From an optimization exercise on the open Yosys and OpenROAD flow, aimed at small area and a short achievable clock period; shortcuts taken in it are not production practice.
Only simulation tests tie the RTL to the original design; equivalence was not proved.
Power is estimated from default activity; no workload was simulated.

File: flow/flow/run.sh
#!/bin/bash
set -euo pipefail
export BUFFER_PORTS_ARGS="-buffer_cell sky130_fd_sc_hd__buf_1"
bash standard.sh > standard.log 2>&1
File: flow/standard.sh
#!/bin/bash
# synth_recipe.tcl (not shown) runs the flow's synth.tcl, then flattens the netlist and writes it again
# the make line also repeats each setting of config.mk as NAME=value (left out here)
make -C /OpenROAD-flow-scripts/flow DESIGN_CONFIG=/design/flow/config.mk WORK_HOME=/design/flow/orfs CLKGATE_MAP_FILE= SYNTH_SCRIPT=/design/flow/synth_recipe.tcl "${@:-finish}"
File: flow/config.mk
export PLATFORM = sky130hd
export DESIGN_NAME = even_pipe
export DESIGN_NICKNAME = even_pipe
export VERILOG_FILES = /design/flow/design.v
export SDC_FILE = /design/flow/constraint.sdc
export NUM_CORES = 4
export LEC_CHECK = 0
export CAP_MARGIN = 20
export CORE_MARGIN = 2
export CORE_UTILIZATION = 60
export CTS_CLUSTER_DIAMETER = 80
export CTS_CLUSTER_SIZE = 30
export SETUP_SLACK_MARGIN = 2.8
export SLEW_MARGIN = 20
File: flow/constraint.sdc
create_clock -name core_clock -period 5.0 [get_ports {clk}]
set_input_delay 1.0000 -clock core_clock [delete_from_list [all_inputs] [get_ports {clk}]]
set_output_delay 1.0000 -clock core_clock [all_outputs]
set_load 0.01 [all_outputs]
File: flow/design.v
`default_nettype none
package spu_data_pkg;
    parameter int BYTE     = 8;
    parameter int HALFWORD = 2 * BYTE;
    parameter int WORD     = 4 * BYTE;
    parameter int QUADWORD = 16 * BYTE;
    parameter int REG_ADDR_WIDTH = 7;
    parameter int IMM10_WIDTH    = 10;
    parameter int IMM7_WIDTH     = 7;
    typedef logic [REG_ADDR_WIDTH-1:0] reg_addr_t;
    typedef union packed {
        logic [0:QUADWORD/WORD-1][WORD-1:0]         word;
        logic [0:QUADWORD/HALFWORD-1][HALFWORD-1:0] half;
    } quadword_u;
    typedef struct packed {
        logic       reg_wr_en;
        logic [1:0] unit_id;     
        reg_addr_t  rt_addr;
        quadword_u  rt_data;
    } writeback_t;
endpackage
`default_nettype wire
`default_nettype none
package spu_isa_pkg;
    parameter int INTERNAL_OPCODE_SIZE = 6;
    typedef enum logic [INTERNAL_OPCODE_SIZE-1:0] {
        ADD_WORD                      = 6'b0000_00,
        ADD_WORD_IMMEDIATE            = 6'b0000_01,
        ADD_HALFWORD                  = 6'b0000_10,
        ADD_HALFWORD_IMMEDIATE        = 6'b0000_11,
        SUBTRACT_FROM_WORD            = 6'b0001_00,
        SUBTRACT_FROM_WORD_IMMEDIATE  = 6'b0001_01,
        SUBTRACT_FROM_HALFWORD        = 6'b0001_10,
        SUBTRACT_FROM_HALFWORD_IMMEDIATE = 6'b0001_11,
        CARRY_GENERATE                = 6'b0010_00,
        BORROW_GENERATE               = 6'b0011_00,
        AND_REGISTER                  = 6'b0100_00,
        AND_WORD_IMMEDIATE            = 6'b0100_01,
        AND_HALFWORD_IMMEDIATE        = 6'b0100_11,
        AND_WITH_COMPLEMENT           = 6'b0101_00,
        OR_REGISTER                   = 6'b0110_00,
        OR_WORD_IMMEDIATE             = 6'b0110_01,
        OR_HALFWORD_IMMEDIATE         = 6'b0110_11,
        OR_WITH_COMPLEMENT            = 6'b0111_00,
        EXCLUSIVE_OR                  = 6'b1000_00,
        EXCLUSIVE_OR_WORD_IMMEDIATE   = 6'b1000_01,
        EXCLUSIVE_OR_HALFWORD_IMMEDIATE = 6'b1000_11,
        NAND_REGISTER                 = 6'b1001_00,
        NOR_REGISTER                  = 6'b1010_00,
        COMPARE_EQUAL_WORD            = 6'b1011_00,
        COMPARE_EQUAL_WORD_IMMEDIATE  = 6'b1011_01,
        COMPARE_EQUAL_HALFWORD        = 6'b1011_10,
        COMPARE_EQUAL_HALFWORD_IMMEDIATE = 6'b1011_11,
        COMPARE_GREATER_THAN_WORD     = 6'b1100_00,
        COMPARE_GREATER_THAN_WORD_IMMEDIATE = 6'b1100_01,
        COMPARE_GREATER_THAN_HALFWORD = 6'b1100_10,
        COMPARE_GREATER_THAN_HALFWORD_IMMEDIATE = 6'b1100_11,
        COMPARE_LOGICAL_GREATER_THAN_WORD = 6'b1101_00,
        COMPARE_LOGICAL_GREATER_THAN_WORD_IMMEDIATE = 6'b1101_01,
        COMPARE_LOGICAL_GREATER_THAN_HALFWORD = 6'b1101_10,
        COMPARE_LOGICAL_GREATER_THAN_HALFWORD_IMMEDIATE = 6'b1101_11,
        SHIFT_LEFT_WORD               = 6'b1110_00,
        SHIFT_LEFT_WORD_IMMEDIATE     = 6'b1110_01,
        SHIFT_LEFT_HALFWORD           = 6'b1110_10,
        SHIFT_LEFT_HALFWORD_IMMEDIATE = 6'b1110_11,
        ROTATE_WORD                   = 6'b1111_00,
        ROTATE_WORD_IMMEDIATE         = 6'b1111_01,
        ROTATE_HALFWORD               = 6'b1111_10,
        ROTATE_HALFWORD_IMMEDIATE     = 6'b1111_11
    } opcode_e;
    typedef enum logic [1:0] {
        SIMPLE_FIXED_1 = 2'd0,   
        SIMPLE_FIXED_2 = 2'd1,   
        NO_UNIT        = 2'd3
    } unit_id_e;
    typedef enum logic [3:0] {
        ADD, SUB_FROM, CARRY, BORROW, AND, ANDC, OR, ORC, XOR, NAND, NOR, CEQ, CGT, CLGT
    } fx_op_e;
    typedef enum logic [1:0] {
        SHL,
        ROT
    } sr_op_e;
    typedef struct packed {
        logic                    valid;
        unit_id_e                unit_id;
        fx_op_e                  fx_op;
        sr_op_e                  sr_op;
        logic                    halfword;   
        logic [6:0]              rt_addr;   
    } even_ctrl_t;
endpackage
`default_nettype wire
`default_nettype none
`timescale 1ns/100ps
module even_pipe (
    input  wire logic         clk,
    input  wire logic         arst_n,
    input  wire logic         issue,
    input  wire logic [5:0]   opcode,
    input  wire logic [127:0] ra,
    input  wire logic [127:0] rb,
    input  wire logic [9:0]   imm10,
    input  wire logic [6:0]   imm7,
    input  wire logic [6:0]   rt_addr,
    output logic              wb_reg_wr_en,
    output logic [1:0]        wb_unit_id,
    output logic [6:0]        wb_rt_addr,
    output logic [127:0]      wb_rt_data
);
    logic [3:0] op;
    logic       hw, im, sr, kept;
    assign op = opcode[5:2];
    assign hw = opcode[1];
    assign im = opcode[0];
    assign sr = op[3:1] == 3'b111;
    always_comb begin
        case (op)
            4'd2, 4'd3, 4'd5, 4'd7, 4'd9, 4'd10: kept = !hw && !im;
            4'd4, 4'd6, 4'd8:                    kept = !hw || im;
            default:                             kept = 1'b1;
        endcase
    end
    logic inva, invb, cin, kg, kp, kc, cgt, cmp, ceq, cinv;
    always_comb begin
        inva = 1'b0; invb = 1'b0; cin = 1'b0; kg = 1'b0; kp = 1'b0; kc = 1'b0;
        cgt  = 1'b0; cmp = 1'b0; ceq = 1'b0; cinv = 1'b0;
        case (op)
            4'd0:  begin kp = 1'b1; kc = 1'b1; end                            
            4'd1:  begin kp = 1'b1; kc = 1'b1; inva = 1'b1; cin = 1'b1; end   
            4'd2:  begin kp = 1'b1; kc = 1'b1; cmp = 1'b1; end                
            4'd3:  begin kp = 1'b1; kc = 1'b1; inva = 1'b1; cin = 1'b1; cmp = 1'b1; end
            4'd4:  begin kg = 1'b1; end                                       
            4'd5:  begin kg = 1'b1; invb = 1'b1; end                          
            4'd6:  begin kg = 1'b1; kp = 1'b1; end                            
            4'd7:  begin kg = 1'b1; kp = 1'b1; invb = 1'b1; end               
            4'd8:  begin kp = 1'b1; end                                       
            4'd9:  begin kg = 1'b1; kp = 1'b1; inva = 1'b1; invb = 1'b1; end  
            4'd10: begin kg = 1'b1; inva = 1'b1; invb = 1'b1; end             
            4'd11: begin kp = 1'b1; kc = 1'b1; inva = 1'b1; cmp = 1'b1; ceq = 1'b1; end
            4'd12: begin kp = 1'b1; kc = 1'b1; inva = 1'b1; cin = 1'b1; cmp = 1'b1; cgt = 1'b1; cinv = 1'b1; end
            4'd13: begin kp = 1'b1; kc = 1'b1; inva = 1'b1; cin = 1'b1; cmp = 1'b1; cinv = 1'b1; end
            default: ;
        endcase
    end
    logic [15:0]  imm_lo, imm_hi;
    logic [127:0] b;
    assign imm_lo = sr ? {10'd0, imm7[5:0]} : {{6{imm10[9]}}, imm10};
    assign imm_hi = hw ? imm_lo : {16{!sr && imm10[9]}};
    assign b      = im ? {4{imm_hi, imm_lo}} : rb;
    logic [127:0] x0, y0;
    always_comb begin
        x0 = ra ^ {128{inva}};
        y0 = b ^ {128{invb}};
        for (int w = 0; w < 4; w++) begin
            x0[32*w+31] = ra[32*w+31] ^ inva ^ cgt;
            y0[32*w+31] = b[32*w+31] ^ invb ^ cgt;
            x0[32*w+15] = ra[32*w+15] ^ inva ^ (cgt && hw);
            y0[32*w+15] = b[32*w+15] ^ invb ^ (cgt && hw);
        end
        if (sr) begin
            for (int j = 0; j < 8; j++) begin
                if (hw)
                    y0[16*j +: 6] = {!opcode[2] && b[16*j+4], 1'b0, b[16*j +: 4]};
                else
                    y0[16*j +: 6] = {!opcode[2] && b[32*(j/2)+5], b[32*(j/2) +: 5]};
            end
        end
    end
    logic         r1_valid;
    logic [127:0] r1_x, r1_y;
    logic         r1_sr, r1_hw, r1_rot, r1_cin, r1_kg, r1_kp, r1_kc;
    logic         r1_cmp, r1_ceq, r1_cinv;
    logic [6:0]   r1_addr;
    always_ff @(posedge clk or negedge arst_n) begin
        if (!arst_n) r1_valid <= 1'b0;
        else         r1_valid <= issue && kept;
    end
    always_ff @(posedge clk) begin
        r1_x    <= x0;
        r1_y    <= y0;
        r1_sr   <= sr;
        r1_hw   <= hw;
        r1_rot  <= opcode[2];
        r1_cin  <= cin;
        r1_kg   <= kg;
        r1_kp   <= kp;
        r1_kc   <= kc;
        r1_cmp  <= cmp;
        r1_ceq  <= ceq;
        r1_cinv <= cinv;
        r1_addr <= rt_addr;
    end
    logic [127:0] g, p;
    assign g = r1_x & r1_y;
    assign p = r1_x ^ r1_y;
    logic [127:0] xa;
    logic [31:0]  blk_g;
    always_comb begin
        logic [4:0] c;
        for (int k = 0; k < 32; k++) begin
            c[0] = (k % 8 == 0 || (k % 8 == 4 && r1_hw)) ? r1_cin : 1'b0;
            for (int t = 0; t < 4; t++)
                c[t+1] = g[4*k+t] | (p[4*k+t] & c[t]);
            for (int t = 0; t < 4; t++)
                xa[4*k+t] = ((r1_kg & g[4*k+t]) | (r1_kp & p[4*k+t]) | (r1_sr & r1_x[4*k+t]))
                            ^ (r1_kc & c[t]);
            blk_g[k] = r1_kc & c[4];
        end
    end
    logic [127:0] xs;
    logic [31:0]  sh_side;
    always_comb begin
        logic [127:0] v, nv;
        logic         n;
        v = xa;
        for (int l = 0; l < 2; l++) begin
            for (int j = 0; j < 8; j++) begin
                n = r1_sr && r1_y[16*j+l];
                for (int t = 0; t < 16; t++) begin
                    if (!n)
                        nv[16*j+t] = v[16*j+t];
                    else if (t >= (1 << l))
                        nv[16*j+t] = v[16*j+t-(1<<l)];
                    else if (j % 2 == 1)
                        nv[16*j+t] = r1_hw ? (v[16*j+t-(1<<l)+16] & r1_rot) : v[16*j+t-(1<<l)];
                    else
                        nv[16*j+t] = r1_hw ? (v[16*j+t-(1<<l)+16] & r1_rot)
                                           : (v[16*j+t-(1<<l)+32] & r1_rot);
                end
            end
            v = nv;
        end
        xs = v;
        sh_side = '0;
        for (int j = 0; j < 8; j++) begin
            sh_side[4*j +: 2] = r1_y[16*j+2 +: 2];
            sh_side[4*j+2]    = (j % 2 == 0 && !r1_hw) ? r1_y[16*j+4] : r1_y[16*j+5];
        end
    end
    logic         r2_valid;
    logic [127:0] r2_x;
    logic [31:0]  r2_side;
    logic         r2_sr, r2_hw, r2_rot, r2_cmp, r2_ceq, r2_cinv;
    logic [6:0]   r2_addr;
    always_ff @(posedge clk or negedge arst_n) begin
        if (!arst_n) r2_valid <= 1'b0;
        else         r2_valid <= r1_valid;
    end
    always_ff @(posedge clk) begin
        r2_x    <= xs;
        r2_side <= r1_sr ? sh_side : blk_g;
        r2_sr   <= r1_sr;
        r2_hw   <= r1_hw;
        r2_rot  <= r1_rot;
        r2_cmp  <= r1_cmp;
        r2_ceq  <= r1_ceq;
        r2_cinv <= r1_cinv;
        r2_addr <= r1_addr;
    end
    logic [127:0] ar;
    logic [127:0] cres;
    always_comb begin
        logic [7:0] bp, bg;
        logic [8:0] c;
        logic       c4raw, eq_lo, eq_hi;
        cres = '0;
        for (int w = 0; w < 4; w++) begin
            for (int k = 0; k < 8; k++) begin
                bp[k] = &r2_x[32*w+4*k +: 4];
                bg[k] = r2_side[8*w+k];
            end
            c[0] = 1'b0;
            for (int k = 0; k < 4; k++)
                c[k+1] = bg[k] | (bp[k] & c[k]);
            c4raw = c[4];
            if (r2_hw) c[4] = 1'b0;
            for (int k = 4; k < 8; k++)
                c[k+1] = bg[k] | (bp[k] & c[k]);
            for (int k = 0; k < 8; k++) begin
                ar[32*w+4*k] = r2_x[32*w+4*k] ^ c[k];
                for (int t = 1; t < 4; t++)
                    ar[32*w+4*k+t] = r2_x[32*w+4*k+t] ^ (c[k] & (&(r2_x[32*w+4*k +: 4] | ~((4'd1 << t) - 4'd1))));
            end
            eq_lo = &bp[3:0];
            eq_hi = &bp[7:4];
            if (r2_hw) begin
                cres[32*w]    = r2_ceq ? eq_lo : (c4raw ^ r2_cinv);
                cres[32*w+16] = r2_ceq ? eq_hi : (c[8] ^ r2_cinv);
            end else begin
                cres[32*w]    = r2_ceq ? (eq_lo & eq_hi) : (c[8] ^ r2_cinv);
            end
        end
    end
    logic [127:0] srr;
    always_comb begin
        logic [127:0] v, nv;
        logic         n;
        v = r2_x;
        for (int l = 2; l < 4; l++) begin
            for (int j = 0; j < 8; j++) begin
                n = r2_side[4*j+l-2];
                for (int t = 0; t < 16; t++) begin
                    if (!n)
                        nv[16*j+t] = v[16*j+t];
                    else if (t >= (1 << l))
                        nv[16*j+t] = v[16*j+t-(1<<l)];
                    else if (j % 2 == 1)
                        nv[16*j+t] = r2_hw ? (v[16*j+t-(1<<l)+16] & r2_rot) : v[16*j+t-(1<<l)];
                    else
                        nv[16*j+t] = r2_hw ? (v[16*j+t-(1<<l)+16] & r2_rot)
                                           : (v[16*j+t-(1<<l)+32] & r2_rot);
                end
            end
            v = nv;
        end
        for (int w = 0; w < 4; w++) begin
            n = !r2_hw && r2_side[8*w+2];
            for (int t = 0; t < 32; t++) begin
                if (!n)
                    nv[32*w+t] = v[32*w+t];
                else if (t >= 16)
                    nv[32*w+t] = v[32*w+t-16];
                else
                    nv[32*w+t] = v[32*w+t+16] & r2_rot;
            end
        end
        for (int j = 0; j < 8; j++) begin
            n = (j % 2 == 1) ? r2_side[4*j+2] : (r2_hw ? r2_side[4*j+2] : r2_side[4*j+6]);
            srr[16*j +: 16] = n ? 16'd0 : nv[16*j +: 16];
        end
    end
    logic         r3_valid;
    logic [127:0] r3_data;
    logic         r3_sr;
    logic [6:0]   r3_addr;
    always_ff @(posedge clk or negedge arst_n) begin
        if (!arst_n) r3_valid <= 1'b0;
        else         r3_valid <= r2_valid;
    end
    always_ff @(posedge clk) begin
        r3_data <= r2_sr ? srr : (r2_cmp ? cres : ar);
        r3_sr   <= r2_sr;
        r3_addr <= r2_addr;
    end
    assign wb_reg_wr_en = r3_valid;
    assign wb_unit_id   = {1'b0, r3_sr};
    assign wb_rt_addr   = r3_addr;
    assign wb_rt_data   = r3_data;
endmodule
`default_nettype wire
==> impl_metrics.toml, run 1 <==
[timing]
final-max-slew-violation-count = 0
slew-limit-headroom_pct = 40.6
timing.final.crit_share_pct = 51.0
fin_crit_ps = 2550
clock_skew_ps = 34.9
clock.fmax_ghz = 0.392
hold_violations = 0
rsz0062_at_grt = "yes"
whs_ps = 133
setup_viol = 0
tightest_slew_ps = 890
setup_tns_ps = 0

[synth]
seq_area_frac_synth_pct = 34.9
netlist_area_um2 = 33600
yosysTopAreaCellShare_pct = 34.7
synth.avg_cell_area_um2 = 8.71
yosys_warnings = 1
synth_cell_type_count = 71
ys.flop_type = "dfxtp_1"
synthArstFlopShare_pct = 0.513
synth_fp_nets = 4312
synth_seq_cells = 585
synth_edf_count = 0
synthCells = 3861
yosys.area.top_type = "dfxtp_1"
synth_area_leaders = "dfxtp_1 35%, mux2i_1 8.4%, ha_1 6.0%"

[power_and_ir_drop]
combinationalPowerShare_pct = 43.8
power.internal_mw = 10.7
power_switching_mw = 8.45
p_clk_share_pct = 16.4
power_mw = 19.1
p_leak_nw = 15.8
p_per_area_nw_per_um2 = 495
seq_power_share_pct = 39.9
irDropWorstVdd_mv = 0.376
p_sw_share_pct = 44.2

[global_routing]
grt_pass1_wl_um = 194000
grt_max_degree = 80
grt.total_usage_pct = 44.0
grt_antenna_before_repair = 12
grt_overflow = 0
grt_pass1_vias = 31300

[route]
routed_via_density = 7.08
drt-initial-drc-count = 6450
drt-total-wl_um = 141000
post_drt_wl_per_cell_um = 28.5
first_pass_iters = 12
post-route-drc-count = 0
ant_nets = 0
vias = 34900

[setup_path]
arrival_ps = 3110
start_kind = "register"
worstSetupPathType = "register to register"
critPathMaxFanout = 3
end_kind = "register"
cp.required_ps = 5560

[layout]
fill_cells = 4093
layout_commonest_cell = "dfxtp_1"
final_cell_area_um2 = 38600
final_nets = 4606
layout_common_cells = "511 x dfxtp_1, 412 x buf_1, 337 x nor2_1"
syn2layout_area_growth_pct = 14.9
post-route-util_pct = 69.9
drive_above_1_share_pct = 11.7

[hold_path]
hold_path.class = "primary input to asynchronous set/reset pin"

[place]
portBuffers = 424
place_congestion = 1.02
place_area_um2 = 35500
post-dp-hpwl_um = 95900

[die]
core_um2 = 55200
std_cell_rows = 86
die_w_um = 241
die_area_um2 = 57900
die_h_um = 241
initial_utilization_pct = 60.9
io_pins = 427

[flow_run]
cap_viol_max_count = 0

[clock_network]
cts.clk_slew.worst_paths_ps = 120
clock_latency_ps = 660
root_buffer = "clkbuf_16"
cts_hold_buf = 0
cts-htree-levels = 1
cts.sinks = 585
cts_tree = "yes"
clk_path_buf_depth = 3
cts_made_buffers = 30

[status]
status = "finished clean"
synth_stat cells (all sizes together), types with 31 or more instances:
master	instances
nand4	31
clkbuf	178
a21o	64
dfxtp	582
o21ai	270
xor2	206
nand3	58
buf	112
nand2	330
a21oi	270
ha	162
mux2i	281
a222oi	120
xnor2	193
inv	48
o32ai	39
o22ai	82
mux2	79
a31oi	44
nor2	343
state kept, by name, summed over array words and instances, names as in the netlist, 7 cells and up:
name	count
r2_side	32
r3_addr	7
r1_addr	7
r2_addr	7
r1_x	128
r3_data	128
r1_y	128
r2_x	128
kinds of logic (layout without fill, tap and decap cells):
logic type	count (synthesis)	after routing	synth area share (%)
simple gates	917	918	11.9
mux	360	360	11.0
compound gates	1095	1096	21.6
buf+inv	342	654	4.16
flops	585	585	34.9
fa+ha+maj	162	162	6.03
other cells	1	6	0.0112
xor+xnor	399	399	10.4
through the flow:
stage / instances / worst slack, ps
floorplan: 3861 / 2720
global placement: 4794 / 1570
detailed placement: 4794 / 1520
CTS: 4881 / 2790
global route: 4926 / 2460
finish: 4928 / 2450
power by group through the flow:
stage          Sequential (mW)  Combinational (mW)  Clock [mW]
4_1_cts                   7.42                7.66        3.09
3_3_place_gp              7.48                7.11           0
5_1_grt                   7.65                8.87        3.24
6_report                  7.62                8.36        3.13
3_5_place_dp              7.55                7.33           0
2_1_floorplan             6.91                5.17           0
repair_timing:
| action | in CTS | in global routing |
|---|---|---|
| setup endpoints to repair | 527 | 199 |
| buffers inserted | 30 | 39 |
| cloned | 5 | 3 |
| pin swaps | 20 | 51 |
| gates resized for setup | 143 | 157 |
final cells by class:
type	instances	area [um^2]	share of cell area [%]
sequential	585	11900	30.8
tap	748	936	2.42
inverter	52	220	0.570
clock inverter	17	303	0.784
clock buffer	35	811	2.10
multi-input combinational	2936	21400	55.4
timing repair buffer	550	3060	7.94
antenna	5	12.5	0.0324
final timing paths:
path	startpoint	endpoint	slack, ps	cells past startpoint
max in group asynchronous	arst_n	r1_valid	4720	1
setup reg to reg	r1_x[63]	r2_x[33]	2450	6
hold reg to reg	r1_addr[6]	r2_addr[6]	350	0
hold / removal	arst_n	r3_valid	130	1
setup / recovery	r1_x[63]	r2_x[33]	2450	6
min in group core_clock	r1_addr[6]	r2_addr[6]	350	0
metal layers:
metal	part of all wire, %	global-route usage, %	routed length, um
met1	38	60.6	53600
met2	39	62.4	54600
met3	15	11.1	20600
met4	8.2	25.1	11600
met5	0.13	0	184
worst max-delay path, stage by stage, from the launching register on:
cell      delay [ps]
dfxtp_2          410
ha_4             230
a222oi_1         710
xor2_2           290
mux2_2           380
and2_1           180
o31ai_2          240
==> run 2: changes to the inputs <==
--- a/flow/config.mk
+++ b/flow/config.mk
@@ -8,5 +8,5 @@
 export CAP_MARGIN = 20
 export CORE_MARGIN = 2
-export CORE_UTILIZATION = 60
+export CORE_UTILIZATION = 70
 export CTS_CLUSTER_DIAMETER = 80
 export CTS_CLUSTER_SIZE = 30
==> run 2 against run 1 <==
  * The run now fails in global routing
  * Synthesized cell count is the same
  * Synthesized area is the same
==> impl_metrics.toml, run 2 <==
[status]
haltStage = "global routing"
status = "aborted with a tool error"
error = "[ERROR GRT-0232] Routing congestion too high. Check the congestion heatmap in the GUI."

[synth]
netlist_area_um2 = 33600
synth_area_leaders = "dfxtp_1 35%, mux2i_1 8.4%, ha_1 6.0%"
synth_fp_nets = 4312
synth_edf_count = 0
yosys.area.top_type = "dfxtp_1"
synth.avg_cell_area_um2 = 8.71
synth_cell_type_count = 71
yosys_warnings = 1
yosysMostFrequentCell = "dfxtp_1"
synthArstFlopShare_pct = 0.513
ys.flop_type = "dfxtp_1"
synth_commonest_cells = "582 x dfxtp_1, 343 x nor2_1, 330 x nand2_1"
seq_area_frac_synth_pct = 34.9
yosysTopAreaCellShare_pct = 34.7
synthCells = 3861
synth_seq_cells = 585

[die]
std_cell_rows = 80
die_h_um = 223
die_w_um = 223
initial_utilization_pct = 70.7
io_pins = 427

[timing]
crit_endpoint = "r1_y[81]$_DFF_P_/D"
worst_path_end_type = "register input"

[global_routing]
grt.total_usage_pct = 76.7
grt_max_degree = 56
grt_overflow = 83
grt_antenna_before_repair = 35

[place]
post-dp-hpwl_um = 91400
portBuffers = 424
place_area_um2 = 35300
place_congestion = 1.07
dp.cells = 4657

[clock_network]
cts.sinks = 585
clk_path_buf_depth = 3
cts_made_buffers = 30
cts-htree-levels = 1
cts_hold_buf = 0
root_buffer = "clkbuf_16"
run 2: layer usage:
layer / overflow / GRT usage, %
met4: 39 / 67.2
met1: 3 / 79.7
met5: 0 / 46.7
met3: 5 / 67.6
met2: 36 / 87.6
run 2: how the worst max path moves through the flow:
stage	endpoint	startpoint	slack, ps	cells after the start
floorplan	r1_y[69]	opcode[5]	2720	9
global placement	r1_y[53]	opcode[3]	1460	7
CTS	r3_data[93]	r2_x[68]	2780	7
detailed placement	r1_y[101]	opcode[2]	1380	7
run 2: stage by stage:
stage / power (mW) / worst slack, ps
2_1_floorplan: 12.1 / 2720
3_3_place_gp: 14.4 / 1460
3_5_place_dp: 14.7 / 1380
4_1_cts: 17.9 / 2780
run 2: cells by family after synthesis:
| logic type | after synthesis | share of synthesized area (%) |
|---|---|---|
| AO/OA/AOI/OAI | 1095 | 21.6 |
| AND/OR/NAND/NOR | 917 | 11.9 |
| flip-flops | 585 | 34.9 |
| XOR/XNOR | 399 | 10.4 |
| multiplexers | 360 | 11.0 |
| buffers and inverters | 342 | 4.16 |
| adder cells (fa/ha/maj) | 162 | 6.03 |
| other | 1 | 0.0112 |
run 2: power by group through the flow:
stage               Sequential, mW  Clock [mW]  Combinational, mW
floorplan                     6.91           0               5.17
global placement              7.44           0               6.95
detailed placement            7.50           0               7.21
CTS                           7.37        3.02               7.53
run 2: what timing repair did:
item,in CTS
pin swaps,9
gates resized for setup,134
setup endpoints to repair,527
setup buffers,27
gates cloned,3
==> run 3: changes to the inputs <==
--- a/flow/config.mk
+++ b/flow/config.mk
@@ -8,5 +8,5 @@
 export CAP_MARGIN = 20
 export CORE_MARGIN = 2
-export CORE_UTILIZATION = 70
+export CORE_UTILIZATION = 50
 export CTS_CLUSTER_DIAMETER = 80
 export CTS_CLUSTER_SIZE = 30
==> run 3 against run 2 <==
  * The run now finishes clean
  * Synthesized area is the same
  * Synthesized cell count did not move
==> impl_metrics.toml, run 3 <==
[clock_network]
cts-htree-levels = 1
cts.clk_slew.worst_paths_ps = 100
clock_latency_ps = 650
clk_path_buf_depth = 3
cts.sinks = 585
cts_made_buffers = 31
cts_hold_buf = 0
root_buffer = "clkbuf_16"
cts_tree = "yes"

[die]
initial_utilization_pct = 50.2
die_h_um = 263
die_w_um = 263
die_area_um2 = 69300
core_um2 = 66900
std_cell_rows = 95
io_pins = 427

[layout]
fill_cells = 6175
final_nets = 4589
syn2layout_area_growth_pct = 13.9
final_cell_area_um2 = 38300
drive_above_1_share_pct = 10.2
multiInputGateArea_um2 = 21100
layout_commonest_cell = "dfxtp_1"
seqCellArea_um2 = 11800
layout_common_cells = "533 x dfxtp_1, 408 x buf_1, 340 x nor2_1"

[setup_path]
cpPeakStageDelay_ps = 520
worstSetupPathType = "register to register"
critPathTopFamily = "compound AO/OA/AOI/OAI gates"
arrival_ps = 2790
critPathMaxFanout = 5
worstPathCellList = "nand4_1 > a2bb2oi_2 > nand3_4 > inv_2 > ha_4 > a222oi_1 > o21ai_1"
cp.required_ps = 5510
end_kind = "register"
cp_num_buf_inv = 1
start_kind = "register"
slowest_stage = "dfxtp_1"

[timing]
setup_viol = 0
clock_skew_ps = 21.5
slew-limit-headroom_pct = 42.8
fin_crit_ps = 2280
hold_violations = 0
final-max-slew-violation-count = 0
timing.final.crit_share_pct = 45.6
tightest_slew_ps = 859
rsz0062_at_grt = "yes"
setup_tns_ps = 0
clock.fmax_ghz = 0.439

[global_routing]
grt_pass1_vias = 28300
grt_antenna_before_repair = 2
grt_overflow = 0
grt_max_degree = 61
grt.total_usage_pct = 34.3
grt_pass1_wl_um = 183000

[synth]
synth_commonest_cells = "582 x dfxtp_1, 343 x nor2_1, 330 x nand2_1"
yosys.area.top_type = "dfxtp_1"
synth_edf_count = 0
synth_fp_nets = 4312
yosys_warnings = 1
yosysMostFrequentCell = "dfxtp_1"
netlist_area_um2 = 33600
yosysTopAreaCellShare_pct = 34.7
synth_cell_type_count = 71
synth_seq_cells = 585
synth.avg_cell_area_um2 = 8.71
seq_area_frac_synth_pct = 34.9
synthArstFlopShare_pct = 0.513
synth_area_leaders = "dfxtp_1 35%, mux2i_1 8.4%, ha_1 6.0%"
ys.flop_type = "dfxtp_1"
synthCells = 3861

[route]
ant_nets = 0
vias = 31500
first_pass_iters = 13
post_drt_wl_per_cell_um = 25.1
drt-total-wl_um = 127000
routed_via_density = 6.26
post-route-drc-count = 0
drt-initial-drc-count = 4564

[place]
post-dp-hpwl_um = 91500
portBuffers = 424
place_congestion = 0.960
place_area_um2 = 35700

[hold_path]
hold_path.class = "primary input to asynchronous set/reset pin"

[power_and_ir_drop]
p_leak_nw = 15.7
p_per_area_nw_per_um2 = 481
irDropWorstVdd_mv = 0.325

[status]
status = "finished clean"

[flow_run]
cap_viol_max_count = 0
==> run 3: cell counts after synthesis <==
Identical to the previous run, type by type.
==> run 3: path summary, 6_finish.rpt <==
check	from	end	slack [ps]	depth (start not counted)
max	r2_x[40]	r3_data[48]	2720	7
min	arst_n	r2_valid	120	1
max reg2reg	r2_x[40]	r3_data[48]	2720	7
min reg2reg	r1_addr[5]	r2_addr[5]	340	0
max in group asynchronous	arst_n	r1_valid	4730	1
min in group core_clock	r1_addr[5]	r2_addr[5]	340	0
==> run 3: worst register-to-register path, cell delays in order (launching register included) <==
cell and delay (ps):
dfxtp_1 520, nand4_1 290, a2bb2oi_2 320, nand3_4 130
inv_2 140, ha_4 220, a222oi_1 330, o21ai_1 180
==> run 3: layout make-up <==
| class | count | share of cell area, % |
|---|---|---|
| multi-input cells | 2937 | 55.2 |
| flip-flops and latches | 585 | 30.9 |
| repair buffers | 531 | 7.53 |
| well taps | 873 | 2.85 |
| clock buffers | 33 | 2.13 |
| clock inverters | 21 | 0.788 |
| inverters | 52 | 0.601 |
| diodes | 1 | 0.00654 |
==> run 3: power by group <==
part | internal, mW | total [mW] | leakage [nW] | switching (mW)
clock | 1.29 | 3.08 | 0.532 | 1.78
combinational | 3.22 | 7.87 | 10.2 | 4.66
sequential | 5.95 | 7.45 | 4.94 | 1.50
total | 10.5 | 18.4 | 15.7 | 7.94
==> run 3: routing by layer <==
layer  track usage (%)  vias up  wire length (um)
met5                 0        -                 0
met2              50.1     1861             52400
li1                  -    14600                 -
met4              10.6        0              4480
met1              51.7    14800             56800
met3              4.98      196             12900
==> run 3: cell families after synthesis <==
group	after synthesis	synth area share (%)
AO/OA/AOI/OAI	1095	21.6
XOR/XNOR	399	10.4
adder cells (fa/ha/maj)	162	6.03
buffers and inverters	342	4.16
flip-flops	585	34.9
multiplexers	360	11.0
other	1	0.0112
AND/OR/NAND/NOR	917	11.9
==> run 3: through the flow <==
step | power [mW] | setup WS, ps | instances | hold slack, ps | util, %
final | 18.4 | 2720 | 5033 | 123 | 57.2
after global routing | 19.4 | 2720 | 5033 | 117 | 57.2
after CTS | 17.9 | 2650 | 5000 | 115 | 56.0
after detailed placement | 14.7 | 1470 | 4922 | 312 | 53.3
after global placement | 14.7 | 1490 | 4922 | 310 | 53.3
after floorplan | 12.1 | 2720 | 3861 | 310 | -
==> run 3: what timing repair did <==
item,CTS,global route
resized for setup,114,112
buffers inserted,20,29
pin swaps,9,42
cloned,4,3
endpoints found under the setup margin,539,305
endpoints found under the hold margin,0,0
==> run 4: changes to the inputs <==
--- a/flow/config.mk
+++ b/flow/config.mk
@@ -8,5 +8,5 @@
 export CAP_MARGIN = 20
 export CORE_MARGIN = 2
-export CORE_UTILIZATION = 50
+export CORE_UTILIZATION = 45
 export CTS_CLUSTER_DIAMETER = 80
 export CTS_CLUSTER_SIZE = 30
==> run 4 against run 3 <==
  * Flip-flop and latch count is the same
  * Still clean on timing, DRC and antenna
  * Clock-buffer cell count grew 10
  * Via count shrank 0.76%
  * Die area grew 11%
  * Critical endpoint is now r1_x[70]
  * Synthesized cell count is the same
  * Non-clock buffer count shrank 2
  * Final area grew 1.4%
  * Critical path depth grew 2
==> impl_metrics.toml, run 4 <==
[synth]
yosysTopAreaCellShare_pct = 34.7
yosys.area.top_type = "dfxtp_1"
yosysMostFrequentCell = "dfxtp_1"
synth_edf_count = 0
yosys_warnings = 1
synth.avg_cell_area_um2 = 8.71
synthArstFlopShare_pct = 0.513
synthCells = 3861
synth_cell_type_count = 71
seq_area_frac_synth_pct = 34.9
synth_commonest_cells = "582 x dfxtp_1, 343 x nor2_1, 330 x nand2_1"
ys.flop_type = "dfxtp_1"
netlist_area_um2 = 33600
synth_seq_cells = 585
synth_area_leaders = "dfxtp_1 35%, mux2i_1 8.4%, ha_1 6.0%"
synth_fp_nets = 4312

[clock_network]
cts-htree-levels = 2
cts_made_buffers = 36
cts.clk_slew.worst_paths_ps = 90
cts.sinks = 585
clock_latency_ps = 620
clk_path_buf_depth = 3
cts_hold_buf = 0
cts_tree = "yes"
root_buffer = "clkbuf_16"

[route]
first_pass_iters = 9
vias = 31200
post-route-drc-count = 0
routed_via_density = 6.08
ant_nets = 0
drt-initial-drc-count = 3712
drt-total-wl_um = 129000
post_drt_wl_per_cell_um = 25.1

[timing]
rsz0062_at_grt = "yes"
fin_ws_ps = 2760
tightest_slew_ps = 853
clock_skew_ps = 43.9
clock.fmax_ghz = 0.446
fin_crit_ps = 2240
hold_violations = 0
whs_ps = 208
final-max-slew-violation-count = 0
setup_tns_ps = 0
setup_viol = 0
slew-limit-headroom_pct = 43.0
timing.final.crit_share_pct = 44.9

[layout]
final_cell_area_um2 = 38800
syn2layout_area_growth_pct = 15.5
post-route-util_pct = 52.3
final_nets = 4592
layout_common_cells = "518 x dfxtp_1, 419 x buf_1, 340 x nor2_1"
layout_commonest_cell = "dfxtp_1"
drive_above_1_share_pct = 10.7

[setup_path]
arrival_ps = 2780
cpPeakStageDelay_ps = 310
cp.required_ps = 5530
end_kind = "register"
worstPathCellList = "clkbuf_4 > clkinvlp_4 > ha_2 > nand2_1 > o21ai_1 > o21ai_4 > buf_6 > buf_6 > xor2_1"
start_kind = "primary input"
critPathMaxFanout = 13
slowest_stage = "o21ai_4"
worstSetupPathType = "primary input to register"
crit_top_cell = "buf_6"

[flow_run]
cap_viol_max_count = 0

[global_routing]
grt_antenna_before_repair = 3
grt_pass1_wl_um = 183000
grt_overflow = 0
grt_pass1_vias = 28100
grt.total_usage_pct = 31.2
grt_max_degree = 102

[place]
portBuffers = 424
place_congestion = 0.971
dpl_worst_slack_ps = 1250
place_area_um2 = 35800
post-dp-hpwl_um = 93800

[power_and_ir_drop]
p_leak_nw = 15.8
irDropWorstVdd_mv = 0.317
p_per_area_nw_per_um2 = 490

[die]
die_h_um = 277
std_cell_rows = 100
core_um2 = 74200
die_w_um = 277
initial_utilization_pct = 45.3
die_area_um2 = 76900
io_pins = 427

[hold_path]
hold_path.class = "primary input to asynchronous set/reset pin"

[status]
status = "finished clean"
## run 4: cell types whose count changed in the layout (fill, tap and decap cells not counted), moves of 4 or more
cell and delta:
clkbuf_16 +8, clkinv_16 +5, buf_8 -4, buf_1 +11
dfxtp_2 +5, dfxtp_1 -15, clkbuf_2 -7, buf_2 -4
dfxtp_4 +10
## run 4: area by class of cell
type                            instances  area (um^2)
Antenna cell                            2         5.00
Clock buffer                           43         1000
Clock inverter                         22          448
Fill cell                            6976        35400
Inverter                               52          223
Multi-Input combinational cell       2937        21200
Sequential cell                       585        11900
Tap cell                              969         1210
Timing Repair Buffer                  529         2840
## run 4: critical path: cells and delay by family
| family | cells | cell delay (ps) |
|---|---|---|
| buf+inv | 4 | 900 |
| compound gates | 2 | 420 |
| fa+ha+maj | 1 | 200 |
| xor+xnor | 1 | 200 |
| simple gates | 1 | 50 |
## run 4: worst paths after layout
kind / from / depth (start not counted) / slack (ps) / to
worst max-delay path: opcode[2] / 9 / 2760 / r1_x[70]
worst min-delay path: arst_n / 1 / 210 / r3_valid
worst max register to register: r2_x[100] / 7 / 2800 / r3_data[112]
worst min register to register: r1_ceq / 0 / 340 / r2_ceq
max in group asynchronous: arst_n / 1 / 4630 / r1_valid
min in group core_clock: r1_ceq / 0 / 340 / r2_ceq
## run 4: repair_timing
item | in CTS | in global routing
gates cloned | 2 | 7
resized for setup | 120 | 144
endpoints found under the setup margin | 515 | 314
buffers inserted | 19 | 30
pin swaps | 12 | 41
## run 4: per-layer routing
metal | wire [um] | track usage, % | vias to the layer above
met5 | 13 | 0 | -
li1 | - | - | 14600
met3 | 12700 | 6.09 | 220
met1 | 56700 | 45.1 | 14700
met4 | 5400 | 11.9 | 2
met2 | 54100 | 45.6 | 1785
## run 4: through the flow
stage	instances	total power [mW]
2_1_floorplan	3861	12.1
3_3_place_gp	5014	14.7
3_5_place_dp	5014	14.8
6_report	5139	19.0
4_1_cts	5100	18.6
5_1_grt	5138	20.0
## run 4: cells by family after synthesis
logic type,Yosys count,share of synthesized area (%)
fa+ha+maj,162,6.03
mux,360,11.0
xor+xnor,399,10.4
buf+inv,342,4.16
other cells,1,0.0112
flops,585,34.9
compound gates,1095,21.6
simple gates,917,11.9
## run 4: power breakdown
part	internal [mW]	total (mW)	switching [mW]
clock network	1.66	3.62	1.96
registers	5.97	7.54	1.58
logic	3.22	7.85	4.63

-- port drivers added, routing unchanged --
In the flow no input, the clock included, has a driving cell. The finished layouts below were timed again as built, in two steps.
Step 1: set_driving_cell puts a clkbuf_16 on clk and a buf_2 on each other input, an assumption about the parent block.
Step 2, shift: input delay + t, output delay - t, t = (earliest + latest rising clock arrival at the registers) / 2. This alone moves slack from input paths to output paths.
a / b / c = ideal ports / drivers / drivers and shift; a / b = the first two.
run	shift t [ns]	setup WS [ns]	worst register clock-pin slew, ns	worst slew at a driven data input, ns
run 1	0.704	2.450 / 2.450 / 1.852	0.12 / 0.12	0.12
run 3	0.714	2.720 / 2.720 / 2.151	0.11 / 0.11	0.12
run 4	0.663	2.756 / 2.792 / 2.129	0.11 / 0.11	0.10
After both steps setup and hold are still met in every run listed. The setup slack of run 4, which loses most, moves by +0.036 ns with the drivers and by -0.627 ns with both steps.
